Source: an optimization exercise on an open RTL-to-GDS flow (aim: small area, a short achievable clock period and few clock cycles per item). Production flows keep margins and buffers that such runs may drop.
The RTL was checked by simulation tests, not by an equivalence proof against the original design.
Power figures rest on the tool's default switching activity, not on a simulated workload.

==> flow/design.v <==
package jst_pkg;
  localparam int MaxDepth = 64;
  localparam int DepthW   = $clog2(MaxDepth + 1);
  localparam int AddrW    = $clog2(MaxDepth);
  localparam int CntW     = 24;
  localparam int CpW      = 21;
  localparam int QDepth   = 4;
  localparam int QPtrW    = $clog2(QDepth);
  localparam int QCntW    = $clog2(QDepth + 1);
  typedef enum logic [3:0] {
    EV_NONE      = 4'd0,
    EV_OBJ_OPEN  = 4'd1,
    EV_OBJ_CLOSE = 4'd2,
    EV_ARR_OPEN  = 4'd3,
    EV_ARR_CLOSE = 4'd4,
    EV_STR_CHAR  = 4'd5,
    EV_STR_END   = 4'd6,
    EV_KEY_END   = 4'd7,
    EV_TRUE      = 4'd8,
    EV_FALSE     = 4'd9,
    EV_NULL      = 4'd10,
    EV_NUM_CHAR  = 4'd11,
    EV_NUM_END   = 4'd12
  } ev_t;
  typedef enum logic [1:0] {
    ST_PENDING = 2'd0,
    ST_DONE    = 2'd1,
    ST_ERROR   = 2'd2,
    ST_AFTER   = 2'd3
  } status_t;
  localparam logic CMD_CHAR   = 1'b0;
  localparam logic CMD_FINISH = 1'b1;
  typedef struct packed {
    ev_t             ev;
    logic            num_real;
    logic            key;
    logic [CpW-1:0]  cp;
  } event_t;
  typedef struct packed {
    logic            two;
    event_t          e0;
    event_t          e1;
    status_t         status;
    logic [CntW-1:0] line;
    logic [CntW-1:0] col;
  } core_res_t;
  typedef struct packed {
    event_t          e;
    status_t         status;
    logic [CntW-1:0] line;
    logic [CntW-1:0] col;
    logic            last;
  } out_rec_t;
  function automatic logic is_ws(input logic [7:0] b);
    is_ws = b == 8'h20 || b == 8'h09 || b == 8'h0A || b == 8'h0D;
  endfunction
  function automatic logic is_digit(input logic [7:0] b);
    is_digit = b >= "0" && b <= "9";
  endfunction
  function automatic logic [4:0] hex_val(input logic [7:0] b);
    logic [4:0] r;
    r = 5'd0;
    if (b >= "0" && b <= "9") r = {1'b1, b[3:0]};
    else if ((b >= "a" && b <= "f") || (b >= "A" && b <= "F")) r = {1'b1, b[3:0] + 4'd9};
    hex_val = r;
  endfunction
endpackage
module jst_core (
  input  logic      clk,
  input  logic      rst,
  input  logic      go,
  input  logic      cmd,
  input  logic [7:0] char_byte,
  output jst_pkg::core_res_t res
);
  localparam int MaxDepth = jst_pkg::MaxDepth;
  localparam int DepthW = jst_pkg::DepthW;
  localparam int AddrW = jst_pkg::AddrW;
  localparam int CntW = jst_pkg::CntW;
  localparam int CpW = jst_pkg::CpW;
  typedef enum logic [30:0] {
    S_VALUE   = 31'd1 << 0,
    S_DONE    = 31'd1 << 1,
    S_KEY     = 31'd1 << 2,
    S_COLON   = 31'd1 << 3,
    S_COMMA   = 31'd1 << 4,
    S_T1      = 31'd1 << 5,
    S_T2      = 31'd1 << 6,
    S_T3      = 31'd1 << 7,
    S_F1      = 31'd1 << 8,
    S_F2      = 31'd1 << 9,
    S_F3      = 31'd1 << 10,
    S_F4      = 31'd1 << 11,
    S_N1      = 31'd1 << 12,
    S_N2      = 31'd1 << 13,
    S_N3      = 31'd1 << 14,
    S_STR     = 31'd1 << 15,
    S_ESC     = 31'd1 << 16,
    S_UHEX    = 31'd1 << 17,
    S_PB      = 31'd1 << 18,
    S_PU      = 31'd1 << 19,
    S_LHEX    = 31'd1 << 20,
    S_NUM     = 31'd1 << 21,
    S_SIGN    = 31'd1 << 22,
    S_ZERO    = 31'd1 << 23,
    S_DOT     = 31'd1 << 24,
    S_FRAC    = 31'd1 << 25,
    S_EXP     = 31'd1 << 26,
    S_EXPSIGN = 31'd1 << 27,
    S_EXPNUM  = 31'd1 << 28,
    S_ERR     = 31'd1 << 29,
    S_AFTER   = 31'd1 << 30
  } state_t;
  typedef struct packed {
    state_t st;
    logic   pop;
    logic   jo_clear;
    jst_pkg::ev_t    ev;
  } punct_t;
  state_t            state, state_next;
  logic [DepthW-1:0] depth, depth_next;
  logic              just_opened, just_opened_next;
  logic [15:0]       hi_unit, hi_unit_next;
  logic [15:0]       lo_unit, lo_unit_next;
  logic [1:0]        hex_idx, hex_idx_next;
  logic              str_key, str_key_next;
  logic              top_kind, top_kind_next;
  logic              below_kind;
  logic [CntW-1:0]   line, line_next;
  logic [CntW-1:0]   col, col_next;
  logic              push, push_kind;
  logic              kinds [MaxDepth];
  logic [AddrW-1:0]  rd_addr;
  logic              top_obj;
  logic [4:0]        hv;
  logic [15:0]       unit_acc;
  punct_t            pr;
  state_t            mid_state;
  jst_pkg::event_t            e0, e1;
  logic              two;
  localparam logic [CntW-1:0] CntMax = '1;
  function automatic punct_t punct_step(input state_t s, input logic [7:0] b,
                                        input logic [DepthW-1:0] d, input logic tobj);
    punct_t p;
    logic   close;
    p.st       = s;
    p.pop      = 1'b0;
    p.jo_clear = 1'b0;
    p.ev       = jst_pkg::EV_NONE;
    close      = 1'b0;
    if (s == S_DONE) begin
      if (!jst_pkg::is_ws(b)) p.st = S_AFTER;
    end else if (!jst_pkg::is_ws(b)) begin
      if (b == ",") begin
        p.jo_clear = 1'b1;
        p.st       = tobj ? S_KEY : S_VALUE;
      end else if (b == "}" && tobj) close = 1'b1;
      else if (b == "]" && d != '0 && !tobj) close = 1'b1;
      else p.st = S_ERR;
    end
    if (close) begin
      p.pop = 1'b1;
      p.ev  = tobj ? jst_pkg::EV_OBJ_CLOSE : jst_pkg::EV_ARR_CLOSE;
      p.st  = (d != DepthW'(1)) ? S_COMMA : S_DONE;
    end
    punct_step = p;
  endfunction
  assign top_obj  = depth != '0 && top_kind;
  assign hv       = jst_pkg::hex_val(char_byte);
  assign unit_acc = {(state == S_UHEX) ? hi_unit[11:0] : lo_unit[11:0], hv[3:0]};
  assign pr       = punct_step(mid_state, char_byte, depth, top_obj);
  always_comb begin
    mid_state = state;
    if (go && cmd != jst_pkg::CMD_FINISH &&
        (state == S_NUM || state == S_ZERO || state == S_FRAC || state == S_EXPNUM) &&
        !((state != S_ZERO && jst_pkg::is_digit(char_byte)) ||
          (char_byte == "." && (state == S_NUM || state == S_ZERO)) ||
          ((char_byte == "e" || char_byte == "E") && state != S_EXPNUM)))
      mid_state = (depth != '0) ? S_COMMA : S_DONE;
  end
  always_comb begin
    state_next       = state;
    depth_next       = depth;
    just_opened_next = just_opened;
    hi_unit_next     = hi_unit;
    lo_unit_next     = lo_unit;
    hex_idx_next     = hex_idx;
    str_key_next     = str_key;
    top_kind_next    = top_kind;
    line_next        = line;
    col_next         = col;
    push             = 1'b0;
    push_kind        = 1'b0;
    e0               = '0;
    e1               = e0;
    two              = 1'b0;
    if (go) begin
      if (cmd == jst_pkg::CMD_FINISH) begin
        if (state == S_NUM || state == S_ZERO || state == S_FRAC || state == S_EXPNUM) begin
          e0.ev       = jst_pkg::EV_NUM_END;
          e0.num_real = state == S_FRAC || state == S_EXPNUM;
          state_next  = (depth != '0) ? S_COMMA : S_DONE;
        end
      end else begin
        if (char_byte == 8'h0A) begin
          if (line != CntMax) line_next = line + CntW'(1);
          col_next = '0;
        end else if (col != CntMax) begin
          col_next = col + CntW'(1);
        end
        unique case (state)
          S_DONE, S_COMMA: begin
            state_next = pr.st;
            e0.ev      = pr.ev;
            if (pr.jo_clear) just_opened_next = 1'b0;
          end
          S_VALUE: begin
            if (!jst_pkg::is_ws(char_byte)) begin
              if (char_byte == "{" || char_byte == "[") begin
                if (depth >= DepthW'(MaxDepth)) state_next = S_ERR;
                else begin
                  push             = 1'b1;
                  push_kind        = char_byte == "{";
                  depth_next       = depth + DepthW'(1);
                  just_opened_next = 1'b1;
                  top_kind_next    = push_kind;
                  e0.ev            = push_kind ? jst_pkg::EV_OBJ_OPEN : jst_pkg::EV_ARR_OPEN;
                  state_next       = push_kind ? S_KEY : S_VALUE;
                end
              end else if (char_byte == "t") state_next = S_T1;
              else if (char_byte == "f") state_next = S_F1;
              else if (char_byte == "n") state_next = S_N1;
              else if (char_byte == "\"") begin
                str_key_next = 1'b0;
                state_next   = S_STR;
              end else if (char_byte == "-" || jst_pkg::is_digit(char_byte)) begin
                e0.ev      = jst_pkg::EV_NUM_CHAR;
                e0.cp      = CpW'(char_byte);
                state_next = (char_byte == "-") ? S_SIGN :
                             (char_byte == "0") ? S_ZERO : S_NUM;
              end else if (char_byte == "]" && depth != '0 && !top_kind && just_opened) begin
                e0.ev         = jst_pkg::EV_ARR_CLOSE;
                depth_next    = depth - DepthW'(1);
                top_kind_next = below_kind;
                state_next    = (depth != DepthW'(1)) ? S_COMMA : S_DONE;
              end else state_next = S_ERR;
            end
          end
          S_KEY: begin
            if (!jst_pkg::is_ws(char_byte)) begin
              if (char_byte == "\"") begin
                str_key_next = 1'b1;
                state_next   = S_STR;
              end else if (char_byte == "}" && just_opened && depth != '0) begin
                e0.ev         = top_kind ? jst_pkg::EV_OBJ_CLOSE : jst_pkg::EV_ARR_CLOSE;
                depth_next    = depth - DepthW'(1);
                top_kind_next = below_kind;
                state_next    = (depth != DepthW'(1)) ? S_COMMA : S_DONE;
              end else state_next = S_ERR;
            end
          end
          S_COLON: begin
            if (!jst_pkg::is_ws(char_byte)) state_next = (char_byte == ":") ? S_VALUE : S_ERR;
          end
          S_T1: state_next = (char_byte == "r") ? S_T2 : S_ERR;
          S_T2: state_next = (char_byte == "u") ? S_T3 : S_ERR;
          S_F1: state_next = (char_byte == "a") ? S_F2 : S_ERR;
          S_F2: state_next = (char_byte == "l") ? S_F3 : S_ERR;
          S_F3: state_next = (char_byte == "s") ? S_F4 : S_ERR;
          S_N1: state_next = (char_byte == "u") ? S_N2 : S_ERR;
          S_N2: state_next = (char_byte == "l") ? S_N3 : S_ERR;
          S_T3, S_F4, S_N3: begin
            if ((state == S_T3 && char_byte == "e") || (state == S_F4 && char_byte == "e") ||
                (state == S_N3 && char_byte == "l")) begin
              e0.ev      = (state == S_T3) ? jst_pkg::EV_TRUE : (state == S_F4) ? jst_pkg::EV_FALSE : jst_pkg::EV_NULL;
              state_next = (depth != '0) ? S_COMMA : S_DONE;
            end else state_next = S_ERR;
          end
          S_STR: begin
            if (char_byte == "\"") begin
              e0.ev      = str_key ? jst_pkg::EV_KEY_END : jst_pkg::EV_STR_END;
              e0.key     = str_key;
              state_next = str_key ? S_COLON : (depth != '0) ? S_COMMA : S_DONE;
            end else if (char_byte == "\\") state_next = S_ESC;
            else if (char_byte < 8'h20) state_next = S_ERR;
            else begin
              e0.ev  = jst_pkg::EV_STR_CHAR;
              e0.key = str_key;
              e0.cp  = CpW'(char_byte);
            end
          end
          S_ESC: begin
            e0.ev      = jst_pkg::EV_STR_CHAR;
            e0.key     = str_key;
            state_next = S_STR;
            case (char_byte)
              "\"":    e0.cp = CpW'(8'h22);
              "\\":    e0.cp = CpW'(8'h5C);
              "/":     e0.cp = CpW'(8'h2F);
              "b":     e0.cp = CpW'(8'h08);
              "f":     e0.cp = CpW'(8'h0C);
              "n":     e0.cp = CpW'(8'h0A);
              "r":     e0.cp = CpW'(8'h0D);
              "t":     e0.cp = CpW'(8'h09);
              "u": begin
                e0           = '0;
                hi_unit_next = '0;
                hex_idx_next = '0;
                state_next   = S_UHEX;
              end
              default: begin
                e0         = '0;
                state_next = S_ERR;
              end
            endcase
          end
          S_UHEX: begin
            if (!hv[4]) state_next = S_ERR;
            else begin
              hi_unit_next = unit_acc;
              hex_idx_next = hex_idx + 2'd1;
              if (hex_idx == 2'd3) begin
                if (unit_acc[15:10] == 6'b110110) state_next = S_PB;
                else begin
                  e0.ev      = jst_pkg::EV_STR_CHAR;
                  e0.key     = str_key;
                  e0.cp      = CpW'(unit_acc);
                  state_next = S_STR;
                end
              end
            end
          end
          S_PB: state_next = (char_byte == "\\") ? S_PU : S_ERR;
          S_PU: begin
            if (char_byte == "u") begin
              lo_unit_next = '0;
              hex_idx_next = '0;
              state_next   = S_LHEX;
            end else state_next = S_ERR;
          end
          S_LHEX: begin
            if (!hv[4]) state_next = S_ERR;
            else begin
              lo_unit_next = unit_acc;
              hex_idx_next = hex_idx + 2'd1;
              if (hex_idx == 2'd3) begin
                if (unit_acc[15:10] == 6'b110111 && hi_unit[15:10] == 6'b110110) begin
                  e0.ev      = jst_pkg::EV_STR_CHAR;
                  e0.key     = str_key;
                  e0.cp      = CpW'(21'h10000) + CpW'({hi_unit[9:0], unit_acc[9:0]});
                  state_next = S_STR;
                end else state_next = S_ERR;
              end
            end
          end
          S_SIGN, S_DOT, S_EXPSIGN: begin
            if (jst_pkg::is_digit(char_byte)) begin
              e0.ev      = jst_pkg::EV_NUM_CHAR;
              e0.cp      = CpW'(char_byte);
              state_next = (state == S_SIGN) ? ((char_byte == "0") ? S_ZERO : S_NUM) :
                           (state == S_DOT) ? S_FRAC : S_EXPNUM;
            end else state_next = S_ERR;
          end
          S_EXP: begin
            if (jst_pkg::is_digit(char_byte) || char_byte == "-" || char_byte == "+") begin
              e0.ev      = jst_pkg::EV_NUM_CHAR;
              e0.cp      = CpW'(char_byte);
              state_next = jst_pkg::is_digit(char_byte) ? S_EXPNUM : S_EXPSIGN;
            end else state_next = S_ERR;
          end
          S_NUM, S_ZERO, S_FRAC, S_EXPNUM: begin
            if ((state != S_ZERO && jst_pkg::is_digit(char_byte)) ||
                (char_byte == "." && (state == S_NUM || state == S_ZERO)) ||
                ((char_byte == "e" || char_byte == "E") && state != S_EXPNUM)) begin
              e0.ev = jst_pkg::EV_NUM_CHAR;
              e0.cp = CpW'(char_byte);
              if (char_byte == ".") state_next = S_DOT;
              else if (char_byte == "e" || char_byte == "E") state_next = S_EXP;
            end else begin
              e0.ev            = jst_pkg::EV_NUM_END;
              e0.num_real      = state == S_FRAC || state == S_EXPNUM;
              state_next       = pr.st;
              e1.ev            = pr.ev;
              two              = pr.ev != jst_pkg::EV_NONE;
              if (pr.jo_clear) just_opened_next = 1'b0;
            end
          end
          S_ERR, S_AFTER: begin
          end
          default: state_next = S_ERR;
        endcase
        if ((state == S_DONE || state == S_COMMA || two) && pr.pop) begin
          depth_next    = depth - DepthW'(1);
          top_kind_next = below_kind;
        end
      end
    end
  end
  assign rd_addr = AddrW'(depth_next - DepthW'(2));
  always_ff @(posedge clk) begin
    if (push) kinds[depth[AddrW-1:0]] <= push_kind;
    below_kind <= kinds[rd_addr];
  end
  always_ff @(posedge clk) begin
    if (rst) begin
      state       <= S_VALUE;
      depth       <= '0;
      just_opened <= 1'b0;
      hi_unit     <= '0;
      lo_unit     <= '0;
      hex_idx     <= '0;
      str_key     <= 1'b0;
      top_kind    <= 1'b0;
      line        <= '0;
      col         <= '0;
    end else begin
      state       <= state_next;
      depth       <= depth_next;
      just_opened <= just_opened_next;
      hi_unit     <= hi_unit_next;
      lo_unit     <= lo_unit_next;
      hex_idx     <= hex_idx_next;
      str_key     <= str_key_next;
      top_kind    <= top_kind_next;
      line        <= line_next;
      col         <= col_next;
    end
  end
  always_comb begin
    res.two    = two;
    res.e0     = e0;
    res.e1     = e1;
    res.line   = line_next;
    res.col    = col_next;
    res.status = (state_next == S_DONE) ? jst_pkg::ST_DONE :
                 (state_next == S_ERR) ? jst_pkg::ST_ERROR :
                 (state_next == S_AFTER) ? jst_pkg::ST_AFTER : jst_pkg::ST_PENDING;
  end
endmodule
module jst_queue (
  input  logic      clk,
  input  logic      rst,
  input  logic      push_go,
  input  jst_pkg::core_res_t res,
  output logic      room,
  input  logic        out_ready,
  output logic        out_valid,
  output logic [3:0]  out_event_res,
  output logic        out_number_is_real,
  output logic        out_in_key,
  output logic [20:0] out_code_point,
  output logic [1:0]  out_status,
  output logic [23:0] out_line_number,
  output logic [23:0] out_column_number,
  output logic        out_last_of_run
);
  localparam int QDepth = jst_pkg::QDepth;
  localparam int QPtrW = jst_pkg::QPtrW;
  localparam int QCntW = jst_pkg::QCntW;
  localparam int RecW = 4 + 1 + 1 + jst_pkg::CpW + 2 + 2 * jst_pkg::CntW + 1;
  logic [RecW-1:0]  q [QDepth];
  logic [QPtrW-1:0] wr_ptr, rd_ptr;
  logic [QCntW-1:0] cnt, cnt_next;
  logic             pop;
  jst_pkg::out_rec_t         rec0, rec1, head;
  assign room = cnt <= QCntW'(QDepth - 2);
  assign pop  = out_valid && out_ready;
  assign head = q[rd_ptr];
  always_comb begin
    rec0.e      = res.e0;
    rec0.status = res.status;
    rec0.line   = res.line;
    rec0.col    = res.col;
    rec0.last   = !res.two;
    rec1        = rec0;
    rec1.e      = res.e1;
    rec1.last   = 1'b1;
    cnt_next = cnt - QCntW'(pop);
    if (push_go) cnt_next = cnt_next + (res.two ? QCntW'(2) : QCntW'(1));
  end
  always_ff @(posedge clk) begin
    for (int i = 0; i < QDepth; i++) begin
      if (push_go && wr_ptr == QPtrW'(i)) q[i] <= rec0;
      else if (push_go && res.two && wr_ptr + QPtrW'(1) == QPtrW'(i)) q[i] <= rec1;
    end
  end
  always_ff @(posedge clk) begin
    if (rst) begin
      wr_ptr <= '0;
      rd_ptr <= '0;
      cnt    <= '0;
    end else begin
      cnt <= cnt_next;
      if (pop) rd_ptr <= rd_ptr + QPtrW'(1);
      if (push_go) wr_ptr <= wr_ptr + (res.two ? QPtrW'(2) : QPtrW'(1));
    end
  end
  assign out_valid          = cnt != '0;
  assign out_event_res      = head.e.ev;
  assign out_number_is_real = head.e.num_real;
  assign out_in_key         = head.e.key;
  assign out_code_point     = head.e.cp;
  assign out_status         = head.status;
  assign out_line_number    = head.line;
  assign out_column_number  = head.col;
  assign out_last_of_run    = head.last;
endmodule
module json_stream_tokenizer_top (
  input  logic        clk,
  input  logic        rst,
  input  logic        in_valid,
  output logic        in_ready,
  input  logic        in_cmd,
  input  logic [7:0]  in_char_byte,
  output logic        out_valid,
  input  logic        out_ready,
  output logic [3:0]  out_event_res,
  output logic        out_number_is_real,
  output logic        out_in_key,
  output logic [20:0] out_code_point,
  output logic [1:0]  out_status,
  output logic [23:0] out_line_number,
  output logic [23:0] out_column_number,
  output logic        out_last_of_run
);
  logic       s1_valid;
  logic       s1_cmd;
  logic [7:0] s1_byte;
  logic       room;
  logic       go;
  jst_pkg::core_res_t  res;
  assign go       = s1_valid && room;
  assign in_ready = !s1_valid || go;
  always_ff @(posedge clk) begin
    if (rst) begin
      s1_valid <= 1'b0;
    end else if (in_ready) begin
      s1_valid <= in_valid;
    end
  end
  always_ff @(posedge clk) begin
    if (in_ready && in_valid) begin
      s1_cmd  <= in_cmd;
      s1_byte <= in_char_byte;
    end
  end
  jst_core u_core (
    .clk       (clk),
    .rst       (rst),
    .go        (go),
    .cmd       (s1_cmd),
    .char_byte (s1_byte),
    .res       (res)
  );
  jst_queue u_queue (
    .clk                (clk),
    .rst                (rst),
    .push_go            (go),
    .res                (res),
    .room               (room),
    .out_ready          (out_ready),
    .out_valid          (out_valid),
    .out_event_res      (out_event_res),
    .out_number_is_real (out_number_is_real),
    .out_in_key         (out_in_key),
    .out_code_point     (out_code_point),
    .out_status         (out_status),
    .out_line_number    (out_line_number),
    .out_column_number  (out_column_number),
    .out_last_of_run    (out_last_of_run)
  );
endmodule
==> flow/run.sh <==
#!/bin/bash
# synth_recipe.tcl (not shown) runs the flow's synth.tcl, then flattens the netlist and writes it again
# the make line also repeats each setting of config.mk as NAME=value (left out here)
make -C /OpenROAD-flow-scripts/flow DESIGN_CONFIG=/design/flow/config.mk WORK_HOME=/design/flow/orfs CLKGATE_MAP_FILE= SYNTH_SCRIPT=/design/flow/synth_recipe.tcl finish
==> flow/config.mk <==
export PLATFORM = sky130hd
export DESIGN_NAME = json_stream_tokenizer_top
export DESIGN_NICKNAME = json_stream_tokenizer_top
export VERILOG_FILES = /design/flow/design.v
export SDC_FILE = /design/flow/constraint.sdc
export NUM_CORES = 4
export LEC_CHECK = 0
export CAP_MARGIN = 20
export CORE_MARGIN = 2
export CORE_UTILIZATION = 40
export SLEW_MARGIN = 20
==> flow/constraint.sdc <==
create_clock -name core_clock -period 6.0 [get_ports {clk}]
set_input_delay 1.2000 -clock core_clock [delete_from_list [all_inputs] [get_ports {clk}]]
set_output_delay 1.2000 -clock core_clock [all_outputs]
set_load 0.01 [all_outputs]
==> Implementation_results.wiki <==
{| class="wikitable"
! Metric !! Value
|-
| Status || no timing/DRC/antenna violations
|-
| Max-Cap Viols || 0
|-
| Largest net degree at the start of global routing || slightly below 70
|-
| Total internal power || around 7 mW
|-
| CTS tree || done
|-
| Register area || 14,100 sq um
|-
| Drt via density || about 6.0
|-
| HP Class || register to register
|-
| Slew at the pin closest to its max-slew limit || roughly 1.1 ns
|-
| Final worst-path setup slack || between 0.6 and 0.7 ns
|-
| CTS buffer count || between 50 and 60
|-
| Fin util || 0.468
|-
| Minimum clock period after layout || 5.30 ns
|-
| Data arrival at the endpoint of the critical path || 5.65 ns
|-
| Half-perimeter wire length of the detailed placement result || ~54 mm
|-
| Synth Flop Type || sky130_fd_sc_hd__edfxtp_1
|-
| Vertical extent of the die || approximately 250 microns
|-
| Crit Path Max Fanout || 23
|-
| Highest Clock Rate || about 190 MHz
|-
| Nets in the synthesized netlist || 2,388
|-
| Critical path type || register to register
|-
| Seq/Total Area, Yosys || 0.562
|-
| Total cell area at the placement stage || roughly 27,000 sq um
|-
| Pwr/cell area || 340 nW/um^2
|-
| Total routing resource utilization after global routing || 0.240
|-
| Placement-stage worst setup slack || between 0.8 and 0.9 ns
|-
| Sw frac || 0.290
|-
| Final GP Congestion || between 0.9 and 1
|-
| Worst-case headroom to the max-slew limit || 0.238
|-
| Synthesized-area fraction occupied by adder cells || 0.0113
|-
| Net switching component of the power || around 2.9 mW
|-
| Total routed wirelength || 78.5 mm
|-
| Final count of hold timing violations || 0
|-
| Area growth syn-to-layout || 15.3%
|-
| Dominant combinational cell family by area after synthesis || simple AND/OR/NAND/NOR gates
|-
| Insertion delay to the later sink of the worst-skew pair || between 0.6 and 0.7 ns
|-
| Post-Synth XOR/XNOR Area || 0.0254
|-
| Detailed Routing Iterations Pass 1 || 6
|-
| Global-route wire length before repair || ~120 mm
|-
| Htree depth || 2
|-
| Number of warnings reported in the yosys synthesis log || 4
|-
| Number of antenna cells inserted || 0
|-
| Number of design-rule violations left by the first detailed-router iteration || around 1,900
|-
| Area fraction in compound gates after synthesis || 0.127
|-
| Post-synth cell types || between 100 and 150
|-
| Data required time at the worst endpoint || between 6 and 7 ns
|-
| Cell at the root of the clock tree || sky130_fd_sc_hd__clkbuf_16
|-
| Initial core utilization || 0.406
|-
| Multiplexer share of the synthesized area || 0.0463
|-
| Crit path launch type || register
|-
| # hold bufs at CTS || 0
|-
| Number of enable flip-flop cells after synthesis || a little under 400
|-
| Part of the total power dissipated in combinational logic || 0.232
|-
| Clock-pin slew on the worst setup and hold paths || 0.06 ns
|-
| Final design area excluding fillers || between 20,000 and 30,000 sq um
|-
| Final slew viol count || 0
|-
| Core area || between 60,000 and 70,000 sq um
|-
| Post-synth design cell area || between 20,000 and 30,000 sq um
|-
| Via count || approximately 20,000
|-
| Fin Clk Skew || approximately 0.043 ns
|-
| Flop pwr share || 0.407
|-
| Maximum vdd ir drop || between 0.2 and 0.25 mV
|-
| Remaining antenna violation count || 0
|-
| Min Hold Slack || 0.473 ns
|-
| # rows || just over 90
|-
| Port-buffer cells || 92
|-
| Width of the chip || between 200 and 300 microns
|-
| # clock sinks || 513
|-
| Number of antenna violations at the first check in global routing || 0
|-
| Setup-failing EPs final || 0
|-
| Setup TNS || 0 ns
|-
| Synthesized-area fraction occupied by and/or/nand/nor cells || 0.186
|-
| Top-level I/O count || 93
|-
| Unrepaired setup endpoints after global routing || no
|-
| Number of instances in the synthesized netlist || 2,353
|-
| Proportion of layout cells with a drive suffix above 1 || 0.0875
|-
| Fill cells || 5,783
|-
| Remaining global-route overflow || 0
|-
| Flip-flop and latch count after synthesis || 513
|-
| Buffers inserted during post-CTS setup optimization || 0
|-
| Number of global-route vias before repair || 19,119
|-
| Average footprint of a synthesized cell || 10.7 sq um
|-
| Final clock period utilization by the worst path || 0.884
|-
| DR WL/cell || around 24 microns
|-
| DRC Markers || 0
|-
| Quantity of gates resized following cts || 0
|-
| Fraction of power consumed by the clock network || 0.360
|-
| Async set-reset flop share out of synthesis || 0
|-
| Crit. End Element || register
|-
| CTS Buffer Depth || 3
|-
| Die footprint || between 60,000 and 70,000 sq um
|-
| Total Nets Final || ~2,400
|-
| Standby leakage power || a little over 10 nW
|-
| Multi-input logic area || 10,000 sq um
|}
==> critical path, stage by stage, from the launching register on <==
cell and delay (ns):
sky130_fd_sc_hd__edfxtp_1 0.73, sky130_fd_sc_hd__nor2_1 0.64, sky130_fd_sc_hd__nand2_1 0.23, sky130_fd_sc_hd__o21ai_1 0.91, sky130_fd_sc_hd__nor2_1 0.27, sky130_fd_sc_hd__o21ai_0 0.30
sky130_fd_sc_hd__a21oi_1 0.26, sky130_fd_sc_hd__nor3_1 0.57, sky130_fd_sc_hd__inv_1 0.12, sky130_fd_sc_hd__o31ai_1 0.79, sky130_fd_sc_hd__o21ai_0 0.22
==> final timing paths <==
check / from / end / slack (ns) / cells past startpoint
worst max-delay path: s1_byte[3] / u_queue.q[0][75] / 0.70 / 10
worst min-delay path: u_core.just_opened / u_core.just_opened / 0.47 / 2
worst max register to register: s1_byte[3] / u_queue.q[0][75] / 0.70 / 10
worst min register to register: u_core.just_opened / u_core.just_opened / 0.47 / 2
==> per-stage QoR <==
stage / std cells / power (mW)
after floorplan: 2353 / 5.35
after global placement: 3185 / 6.38
after detailed placement: 3186 / 6.39
after CTS: 3292 / 9.95
after global routing: 3293 / 10.2
final: 3293 / 9.86
==> cells in the mapped netlist (18+ instances only) <==
master	instances	share of area
sky130_fd_sc_hd__and3_1	21	0.0052
sky130_fd_sc_hd__a21oi_1	89	0.018
sky130_fd_sc_hd__a222oi_1	78	0.031
sky130_fd_sc_hd__o21ai_0	67	0.013
sky130_fd_sc_hd__nand4_1	39	0.0097
sky130_fd_sc_hd__nor2_1	358	0.053
sky130_fd_sc_hd__ha_1	21	0.010
sky130_fd_sc_hd__inv_1	110	0.016
sky130_fd_sc_hd__nor4_1	25	0.0062
sky130_fd_sc_hd__edfxtp_1	385	0.46
sky130_fd_sc_hd__dfxtp_1	128	0.10
sky130_fd_sc_hd__and2_1	18	0.0045
sky130_fd_sc_hd__xor2_1	28	0.0098
sky130_fd_sc_hd__nand2_1	162	0.024
sky130_fd_sc_hd__or3_1	26	0.0065
sky130_fd_sc_hd__nand3_1	65	0.013
sky130_fd_sc_hd__mux2i_1	105	0.042
sky130_fd_sc_hd__nor2b_1	55	0.014
sky130_fd_sc_hd__xnor2_1	40	0.014
sky130_fd_sc_hd__a22oi_1	29	0.0087
sky130_fd_sc_hd__clkbuf_1	122	0.018
sky130_fd_sc_hd__nor3_1	77	0.015
==> cells by family (layout without fill, tap and decap cells) <==
family | Yosys count | after routing
muxes | 112 | 112
AOI/OAI and AO/OA | 427 | 427
buffers and inverters | 266 | 369
adders and majority gates | 22 | 22
and+or+nand+nor | 943 | 943
DFF | 513 | 513
xor gates and xnor gates | 70 | 70
==> state kept, by name, indices dropped and copies added (netlist names), 8 cells and up <==
signal and flops:
u_core.kinds 64, u_core.state 31, u_queue.q 312, u_core.line 24, u_core.hi_unit 16, u_core.lo_unit 12, s1_byte 8, u_core.col 24
==> area by class of cell <==
cell class / instances / share of cell area
Clock buffer: 68 / 0.0506
Clock inverter: 38 / 0.0152
Inverter: 112 / 0.0145
Multi-Input combinational cell: 1574 / 0.347
Sequential cell: 513 / 0.487
Tap cell: 837 / 0.0361
Timing Repair Buffer: 151 / 0.0493
==> placed cells by master, fill, tap and decap left out, types with 10 or more instances in the layout <==
cell type | Yosys | final
sky130_fd_sc_hd__a21oi_1 | 89 | 89
sky130_fd_sc_hd__a222oi_1 | 78 | 78
sky130_fd_sc_hd__a22oi_1 | 29 | 29
sky130_fd_sc_hd__a31oi_1 | 16 | 16
sky130_fd_sc_hd__and2_1 | 18 | 18
sky130_fd_sc_hd__and3_1 | 21 | 21
sky130_fd_sc_hd__and4_1 | 10 | 10
sky130_fd_sc_hd__buf_4 | 2 | 53
sky130_fd_sc_hd__clkbuf_1 | 122 | 10
sky130_fd_sc_hd__clkbuf_16 | 0 | 56
sky130_fd_sc_hd__clkdlybuf4s50_1 | 0 | 91
sky130_fd_sc_hd__clkinv_2 | 0 | 14
sky130_fd_sc_hd__dfxtp_1 | 128 | 128
sky130_fd_sc_hd__edfxtp_1 | 385 | 385
sky130_fd_sc_hd__ha_1 | 21 | 17
sky130_fd_sc_hd__inv_1 | 110 | 110
sky130_fd_sc_hd__mux2i_1 | 105 | 105
sky130_fd_sc_hd__nand2_1 | 162 | 158
sky130_fd_sc_hd__nand3_1 | 65 | 65
sky130_fd_sc_hd__nand4_1 | 39 | 39
sky130_fd_sc_hd__nand4b_1 | 11 | 11
sky130_fd_sc_hd__nor2_1 | 358 | 355
sky130_fd_sc_hd__nor2b_1 | 55 | 55
sky130_fd_sc_hd__nor3_1 | 77 | 77
sky130_fd_sc_hd__nor4_1 | 25 | 25
sky130_fd_sc_hd__o21ai_0 | 67 | 66
sky130_fd_sc_hd__o22ai_1 | 14 | 14
sky130_fd_sc_hd__or2_2 | 11 | 11
sky130_fd_sc_hd__or3_1 | 26 | 26
sky130_fd_sc_hd__or4_1 | 12 | 12
sky130_fd_sc_hd__xnor2_1 | 40 | 40
sky130_fd_sc_hd__xor2_1 | 28 | 28
==> routing by layer <==
metal	wire [microns]	GRT usage
met5	0	0
met4	2280	0.0770
met3	5430	0.0400
met1	34500	0.334
met2	36300	0.384
==> power by group through the flow <==
stage	logic (mW)	clock network, mW	registers, mW
6_report	2.29	3.55	4.02
3_5_place_dp	2.30	0	4.09
3_3_place_gp	2.29	0	4.09
4_1_cts	2.31	3.62	4.02
5_1_grt	2.45	3.75	4.03
2_1_floorplan	1.30	0	4.06
Testbench counts, summed over its fixed seeds: cycles 48,368, bytes 48,352.

-- static timing again, ports no longer ideal --
In the flow no input, the clock included, has a driving cell. The finished layout below was timed again as built, in two steps. Step 1 (the two cells are an assumption about what drives the block):
set clk [get_ports {clk}]
set_driving_cell -lib_cell sky130_fd_sc_hd__clkbuf_16 $clk
set_driving_cell -lib_cell sky130_fd_sc_hd__buf_2 [delete_from_list [all_inputs] $clk]
Step 2 times the ports against the registers' clock, not the clock port: input delays grow and output delays shrink by t, the midpoint of the rising clock arrivals with the driver on. Three values: ideal ports, drivers, drivers and shift; two values: the first two.
shift t [ns]: 0.672
setup WS [ns]: 0.695 / 0.695 / 0.695
worst setup path at the end: register to register
After both steps this run still meets setup and hold. The setup slack of this run moves by 0.000 ns with the drivers and by 0.000 ns with both steps.
